Source: an optimization exercise on an open RTL-to-GDS flow (aim: small area and a short achievable clock period). Production flows keep margins and buffers that such runs may drop. RTL that was checked went through simulation tests only; none was proved equivalent to the original. The clock port is modelled as an ideal driver; clocking choices that lean on that would not hold on a real chip. Power and IR drop assume default switching activity.

## job 321
// scope_capture
module scope_capture (
  input  logic        clk,
  input  logic        reset,
  input  logic [11:0] sin_in,
  input  logic [11:0] cos_in,
  input  logic [11:0] squ_in,
  input  logic [11:0] saw_in,
  input  logic [1:0]  sel,
  input  logic [11:0] trig_level,
  input  logic        trig_slope,
  input  logic [7:0]  decim,
  input  logic        arm,
  input  logic        abort,
  output logic        busy,
  output logic        done,
  input  logic [7:0]  rd_addr,
  output logic [11:0] rd_data
);
Size in the first run: ~3200 flip-flops, roughly 97 I/O pins, ~110000 sq um of cells after synthesis.
clock: 5.0 ns
lec_check: 0
cap_margin: 20
core_margin: 2
core_utilization: 60
cts_cluster_diameter: 60
cts_cluster_size: 25
setup_slack_margin: 2.2
slew_margin: 60
synth_hierarchical: 1
synth_minimum_keep_size: 0
run.sh (not shown) runs the stock make flow with config.mk's settings and CLKGATE_MAP_FILE= SYNTH_SCRIPT=/design/flow/synth_recipe.tcl, a recipe that flattens the netlist after the stock synthesis.
Having completed the whole flow, job 321 delivered a layout that passed the timing, DRC and antenna checks.
diff inputs: job 321 => job 2741
- a change of SETUP_SLACK_MARGIN from 2.2 to 2.6
==> flow/flow/run.sh (new file) <==
#!/bin/bash
# The standard layout with one extra setup repair pass at the end of the
# clock tree step (flow/extra_repair.tcl, run through ORFS's POST_CTS_TCL hook).
set -euo pipefail
bash standard.sh "POST_CTS_TCL=$(pwd)/flow/extra_repair.tcl" finish > standard_flow.log 2>&1
==> flow/flow/extra_repair.tcl (new file) <==
# Second setup repair after clock tree synthesis, on placement parasitics,
# with more passes and without pin swaps (sized gates and buffers only).
estimate_parasitics -placement
repair_timing -setup -setup_margin 2.9 -repair_tns 100 -sequence "sizeup,buffer,clone" -max_passes 10000 -verbose
detailed_placement
estimate_parasitics -placement
==> flow/standard.sh (new file) <==
#!/bin/bash
# synth_recipe.tcl (not shown) runs the flow's synth.tcl, then flattens the netlist and writes it again
# the make line also repeats each setting of config.mk as NAME=value (left out here)
make -C /OpenROAD-flow-scripts/flow DESIGN_CONFIG=/design/flow/config.mk WORK_HOME=/design/flow/orfs CLKGATE_MAP_FILE= SYNTH_SCRIPT=/design/flow/synth_recipe.tcl "${@:-finish}"
removed: flow/run.sh
==> comparison <==
- Of job 2741 and job 321, the lower last weighted congestion value of the routability-driven placer belongs to job 2741.
- Going from job 321 to job 2741, via total after detailed routing now sits higher; setup slack went up by 150 ps; met2 layer wire length in the routed design went up; largest net degree at the start of global routing increased by about 16% relative to the old numbers.
- | part of the power in registers | job 2741 vs job 321 | ≈ equal |
- The standard cells in job 2741 occupy more silicon area than those in job 321 do.
- Compared with job 321, in job 2741 final-layout non-clock buffer area share up 2.3 points; clock slew at the register clock pins of the worst setup and hold paths now sits at about the same level.
diff inputs: job 2741 => job 3034
- a change of SETUP_SLACK_MARGIN from 2.6 to 2.4
==> flow/run.sh (new file) <==
#!/bin/bash
# synth_recipe.tcl (not shown) runs the flow's synth.tcl, then flattens the netlist and writes it again
# the make line also repeats each setting of config.mk as NAME=value (left out here)
make -C /OpenROAD-flow-scripts/flow DESIGN_CONFIG=/design/flow/config.mk WORK_HOME=/design/flow/orfs CLKGATE_MAP_FILE= SYNTH_SCRIPT=/design/flow/synth_recipe.tcl finish
removed: flow/flow/run.sh
removed: flow/flow/extra_repair.tcl
removed: flow/standard.sh
## What came out
- Looking at first-pass GRT wire length across both flows, job 3034 is the stronger of the two, with job 2741 trailing.
- On time the final worst path needs with I/O delays and setup, job 3034 does worse than job 2741.
- Sort job 3034 and job 2741 by cell depth of the worst setup path asc -> top: job 2741
- Of job 3034 and job 2741, job 3034 shows the lower worst setup timing slack at the placement stage, with job 2741 above it.
- Clock share of power, job 3034 and job 2741, higher one = job 3034.
- For job 3034, the startpoint of the worst setup timing path was rd_addr[4], unlike job 2741, where it was rd_addr[6].
- Comparing job 3034 and job 2741, the higher combinational group share of total power is on job 2741.
- Sort job 3034 and job 2741 by required time of the critical path asc -> top: job 2741
- Cell with the largest stage delay on the worst path = sky130_fd_sc_hd__and4bb_4: job 3034; cell with the largest stage delay on the worst path = sky130_fd_sc_hd__nand4_1: job 2741
- The final reports for job 3034 and job 2741 show layout overhead on the synthesized area lower in the former.
- Pin slew with the least headroom to its limit was lower in job 2741 than in job 3034.

job 4660:
scope_capture again, from the RTL that the note above started with.
make LEC_CHECK=0 CAP_MARGIN=50 CORE_MARGIN=2 CORE_UTILIZATION=60 CTS_CLUSTER_DIAMETER=60 CTS_CLUSTER_SIZE=25 SETUP_SLACK_MARGIN=2.8 SLEW_MARGIN=75 SYNTH_HIERARCHICAL=1 SYNTH_MINIMUM_KEEP_SIZE=0 finish   # period 5.0 ns
Stock flow here: none of the scripts above is used.
Setup changes, job 4660 to job 7591
# job 4660
export LEC_CHECK = 0
export CAP_MARGIN = 50
export CORE_MARGIN = 2
export CORE_UTILIZATION = 60
export CTS_CLUSTER_DIAMETER = 60
export CTS_CLUSTER_SIZE = 25
export SETUP_SLACK_MARGIN = 2.8
export SLEW_MARGIN = 75
export SYNTH_HIERARCHICAL = 1
export SYNTH_MINIMUM_KEEP_SIZE = 0
create_clock -name core_clock -period 5.0 [get_ports {clk}]
# job 7591
export LEC_CHECK = 0
export CAP_MARGIN = 20
export CORE_MARGIN = 2
export CORE_UTILIZATION = 60
export CTS_CLUSTER_DIAMETER = 60
export CTS_CLUSTER_SIZE = 25
export SETUP_SLACK_MARGIN = 2.6
export SLEW_MARGIN = 20
export SYNTH_HIERARCHICAL = 1
export SYNTH_MINIMUM_KEEP_SIZE = 0
create_clock -name core_clock -period 5.0 [get_ports {clk}]
Results
Changes observed in job 7591 relative to job 4660: utilization of the core after routing moved down; average instance area after synthesis level; count of hold buffers inserted by post-cts repair moved down; clock period minus worst slack moved down. Job 4660 reports its critical path capture point as rd_q[0] while job 7591 reports rd_q[6]. Relative to job 4660, transition at the pin with the smallest max-transition slack has increased by 930 ps in job 7591. When the final numbers for job 7591 and job 4660 were put side by side, the share of power burned in the clock network turned out to be greater in job 7591. Of job 7591 and job 4660, the run reporting the higher TritonCTS buffer count was job 7591.
The inputs of job 626 differ from those of job 7591 as listed below.
# job 7591
export LEC_CHECK = 0
export CAP_MARGIN = 20
export CORE_MARGIN = 2
export CORE_UTILIZATION = 60
export CTS_CLUSTER_DIAMETER = 60
export CTS_CLUSTER_SIZE = 25
export SETUP_SLACK_MARGIN = 2.6
export SLEW_MARGIN = 20
export SYNTH_HIERARCHICAL = 1
export SYNTH_MINIMUM_KEEP_SIZE = 0
create_clock -name core_clock -period 5.0 [get_ports {clk}]
# job 626
export LEC_CHECK = 0
export CAP_MARGIN = 20
export CORE_MARGIN = 2
export CORE_UTILIZATION = 60
export CTS_CLUSTER_DIAMETER = 60
export CTS_CLUSTER_SIZE = 25
export SETUP_SLACK_MARGIN = 2.6
export SLEW_MARGIN = 60
export SYNTH_HIERARCHICAL = 1
export SYNTH_MINIMUM_KEEP_SIZE = 0
create_clock -name core_clock -period 5.0 [get_ports {clk}]
- In terms of multi-input combinational gate total, job 626 and job 7591 differ only marginally.
- Lower delay of the slowest cell on the worst path among job 7591 and job 626: job 626
- Area after synthesis came out exactly the same in job 7591 and job 626.
- Against job 7591 as the reference, job 626 delivers a lower count of cells resized by post-cts repair.
- Higher instance count after placement with tap cells included goes to job 626 over job 7591.
- | iteration count of the initial detailed-routing pass | higher: job 7591 |
- Summary of job 626 over job 7591: wire length the detailed router placed on met1 has decreased; combinational fraction of design power rose by 0.3 points; peak clock frequency supported by timing rose 0.44%; number of global-route vias before repair now sits lower.

scope_capture, a different RTL version from the one above (not shown whole).
For scale: about 6,600 cells after synthesis, about 3,200 flip-flops, ~97 I/O pins, roughly 110,000 sq um of cells after synthesis.
Settings: LEC_CHECK=0, CAP_MARGIN=20, CORE_MARGIN=2, CORE_UTILIZATION=60, CTS_CLUSTER_DIAMETER=60, CTS_CLUSTER_SIZE=25, SETUP_SLACK_MARGIN=2.4, SLEW_MARGIN=60, SYNTH_HIERARCHICAL=1, SYNTH_MINIMUM_KEEP_SIZE=0; clock period 5.0 ns.
Rerun with:
Settings changed: SETUP_SLACK_MARGIN 2.4 to 2.6.
The new run passed the timing, DRC and antenna checks.
Worst hold slack hardly moves.
Combinational power is higher by 12%.
Register-to-register slack stays flat.
Worst setup slack improves by 0.066 ns.
Area after synthesis stays the same.
First-iteration DRC count is higher by 8.4%.
Wire length is higher by 7.7%.

== oak ==
Another version of the RTL of scope_capture (not shown whole).
Size in the first run: roughly 3200 flip-flops, ~97 I/O pins, ~0.11 mm^2 of cells after synthesis.
make LEC_CHECK=0 CAP_MARGIN=20 CORE_MARGIN=2 CORE_UTILIZATION=60 CTS_CLUSTER_DIAMETER=60 CTS_CLUSTER_SIZE=25 SETUP_SLACK_MARGIN=2.6 SLEW_MARGIN=20 SYNTH_HIERARCHICAL=1 SYNTH_MINIMUM_KEEP_SIZE=0 TNS_END_PERCENT=5 finish   # period 5.0 ns
oak has completed all stages; timing, DRC and antenna checks passed.
Input-level comparison between pine and oak:
# oak
export LEC_CHECK = 0
export CAP_MARGIN = 20
export CORE_MARGIN = 2
export CORE_UTILIZATION = 60
export CTS_CLUSTER_DIAMETER = 60
export CTS_CLUSTER_SIZE = 25
export SETUP_SLACK_MARGIN = 2.6
export SLEW_MARGIN = 20
export SYNTH_HIERARCHICAL = 1
export SYNTH_MINIMUM_KEEP_SIZE = 0
export TNS_END_PERCENT = 5
create_clock -name core_clock -period 5.0 [get_ports {clk}]
# pine
export LEC_CHECK = 0
export CAP_MARGIN = 20
export CORE_MARGIN = 2
export CORE_UTILIZATION = 72
export CTS_CLUSTER_DIAMETER = 60
export CTS_CLUSTER_SIZE = 25
export PLACE_DENSITY = 0.8
export SETUP_SLACK_MARGIN = 2.6
export SLEW_MARGIN = 20
export SYNTH_HIERARCHICAL = 1
export SYNTH_MINIMUM_KEEP_SIZE = 0
export TNS_END_PERCENT = 5
create_clock -name core_clock -period 5.0 [get_ports {clk}]
[summary]
- Summary of pine over oak: number of clock buffer instances in the layout went up about 1%; proportion of cell area occupied by registers went up 1.5 points; first-pass GRT wire length went up 2.2%; combinational group share of total power held.
- pine ended up with paddr_q[5]$_DFF_P_ as its launching instance or port of the critical path; oak ended up with rd_addr[1].
- Non-clock buffer instance count of the final layout in pine is about 15% below oak.
- Against oak, die area in pine fell by more than 10%.
- What oak reported for routed length per instance has to be multiplied by 1.09 to get the figure for pine.
- [pine vs oak] area added between synthesis and finish: lower in pine
What birch does differently from pine at the input level:
# pine
export LEC_CHECK = 0
export CAP_MARGIN = 20
export CORE_MARGIN = 2
export CORE_UTILIZATION = 72
export CTS_CLUSTER_DIAMETER = 60
export CTS_CLUSTER_SIZE = 25
export PLACE_DENSITY = 0.8
export SETUP_SLACK_MARGIN = 2.6
export SLEW_MARGIN = 20
export SYNTH_HIERARCHICAL = 1
export SYNTH_MINIMUM_KEEP_SIZE = 0
export TNS_END_PERCENT = 5
create_clock -name core_clock -period 5.0 [get_ports {clk}]
# birch
export LEC_CHECK = 0
export CAP_MARGIN = 20
export CORE_MARGIN = 2
export CORE_UTILIZATION = 60
export SETUP_SLACK_MARGIN = 2.4
export SLEW_MARGIN = 20
export SYNTH_HIERARCHICAL = 1
export SYNTH_MINIMUM_KEEP_SIZE = 0
create_clock -name core_clock -period 5.0 [get_ports {clk}]
Notes after the runs:
Diff pine -> birch | number of cells on the worst reg-to-reg path | increase of 2
Measured against each other, birch and pine differ in critical-path maximum fanout, the higher figure coming from pine.
Relative to pine, setup slack has increased by 0.34 ns in birch.
Looking only at proportion of final cell area spent on non-clock buffers, and setting everything else aside, the lower value of birch and pine goes to birch.
Relative to pine, global-route usage decreased by 7.2 points in birch.
Power drawn by the combinational cells ends up lower on birch.
birch vs pine — met2 wirelength from detailed routing climbed by a few percent
Diff birch and pine: relative area change from synthesis to final layout higher in birch
No functional check of the RTL was part of any run of this note.

scope_capture again, from the RTL that the note above started with.
clock: 5.0 ns
lec_check: 0
cap_margin: 20
core_margin: 2
core_utilization: 60
cts_cluster_diameter: 60
cts_cluster_size: 25
setup_slack_margin: 2.6
slew_margin: 20
synth_hierarchical: 1
synth_minimum_keep_size: 0
tns_end_percent: 5
standard.sh (not shown) runs the stock make flow with config.mk's settings and CLKGATE_MAP_FILE= SYNTH_SCRIPT=/design/flow/synth_recipe.tcl, a recipe that flattens the netlist after the stock synthesis.
==> flow/flow/run.sh <==
#!/bin/bash
# The standard layout, with the resizer free to change a cell's footprint
# when it sizes gates (the platform default only swaps same-size cells).
set -euo pipefail
bash standard.sh MATCH_CELL_FOOTPRINT=0 finish > standard_flow.log 2>&1
The baseline finished clean.
Rerun with:
==> flow/run.sh (new file) <==
#!/bin/bash
# synth_recipe.tcl (not shown) runs the flow's synth.tcl, then flattens the netlist and writes it again
# the make line also repeats each setting of config.mk as NAME=value (left out here)
make -C /OpenROAD-flow-scripts/flow DESIGN_CONFIG=/design/flow/config.mk WORK_HOME=/design/flow/orfs CLKGATE_MAP_FILE= SYNTH_SCRIPT=/design/flow/synth_recipe.tcl finish
SETUP_SLACK_MARGIN = 2.4   (was 2.6)
TNS_END_PERCENT = unset   (was 5)
removed: flow/flow/run.sh
removed: flow/standard.sh
Effect: Clock skew shrinks by 0.0086 ns. Wire length rises by 0.50%. Hold slack got worse by 0.022 ns. Clock power came out lower by about 2%. Synthesized area does not change. Die area is unchanged. Worst setup slack gets worse by 0.13 ns. Power came out lower by 0.80%. Fmax went down by about 4%.
No run of this note included a check of the RTL's function; only the layout flow was run.

[afterwards: timing with drivers on the ports]
The flow's constraints put no driver on any port. The routed layouts listed below were extracted and timed again, unchanged, in two steps.
Step 1 assumes that a clkbuf_16 drives the clock port and a buf_2 every other input.
Step 2 moves the port delays by t, midway between the first and last clock arrival at a register: inputs arrive t later, outputs are due t later. That takes back most of the time a late clock gives input paths.
a / b / c = ideal ports / drivers / drivers and shift; a / b = the first two.
run | t (ns) | setup WS [ns] | hold slack, ns | clock arrival spread, ns
job 321 | 0.945 | 2.070 / 1.945 / 1.000 | 0.403 / 0.403 / 0.403 | 0.046 / 0.046
job 2741 | 0.953 | 2.223 / 2.005 / 1.052 | 0.401 / 0.401 / 0.401 | 0.038 / 0.038
job 3034 | 0.957 | 2.176 / 2.020 / 1.063 | 0.017 / -0.048 / 0.403 | 0.060 / 0.061
job 4660 | 0.932 | 2.177 / 2.176 / 1.244 | 0.390 / 0.390 / 0.390 | 0.029 / 0.029
job 7591 | 0.955 | 2.195 / 1.872 / 0.917 | 0.397 / 0.397 / 0.397 | 0.041 / 0.040
job 626 | 0.956 | 2.207 / 1.923 / 0.967 | 0.402 / 0.402 / 0.402 | 0.037 / 0.037
the first run of note 3 | 0.960 | 2.231 / 2.035 / 1.075 | 0.398 / 0.398 / 0.398 | 0.037 / 0.037
the second run of note 3 | 0.966 | 2.297 / 2.123 / 1.157 | 0.396 / 0.396 / 0.396 | 0.043 / 0.043
oak | 0.960 | 1.846 / 1.862 / 0.902 | 0.404 / 0.404 / 0.404 | 0.051 / 0.050
pine | 0.903 | 1.536 / 1.512 / 0.610 | 0.385 / 0.385 / 0.385 | 0.047 / 0.047
birch | 1.031 | 1.879 / 1.901 / 0.870 | 0.385 / 0.385 / 0.385 | 0.042 / 0.043
the first run of note 5 | 0.958 | 1.893 / 1.898 / 0.940 | 0.402 / 0.402 / 0.402 | 0.047 / 0.048
the second run of note 5 | 0.945 | 1.768 / 1.793 / 0.848 | 0.380 / 0.380 / 0.380 | 0.038 / 0.038
After both steps setup and hold are still met in every run listed. The setup slack of job 7591, which loses most, moves by -0.323 ns with the drivers and by -1.278 ns with both steps.
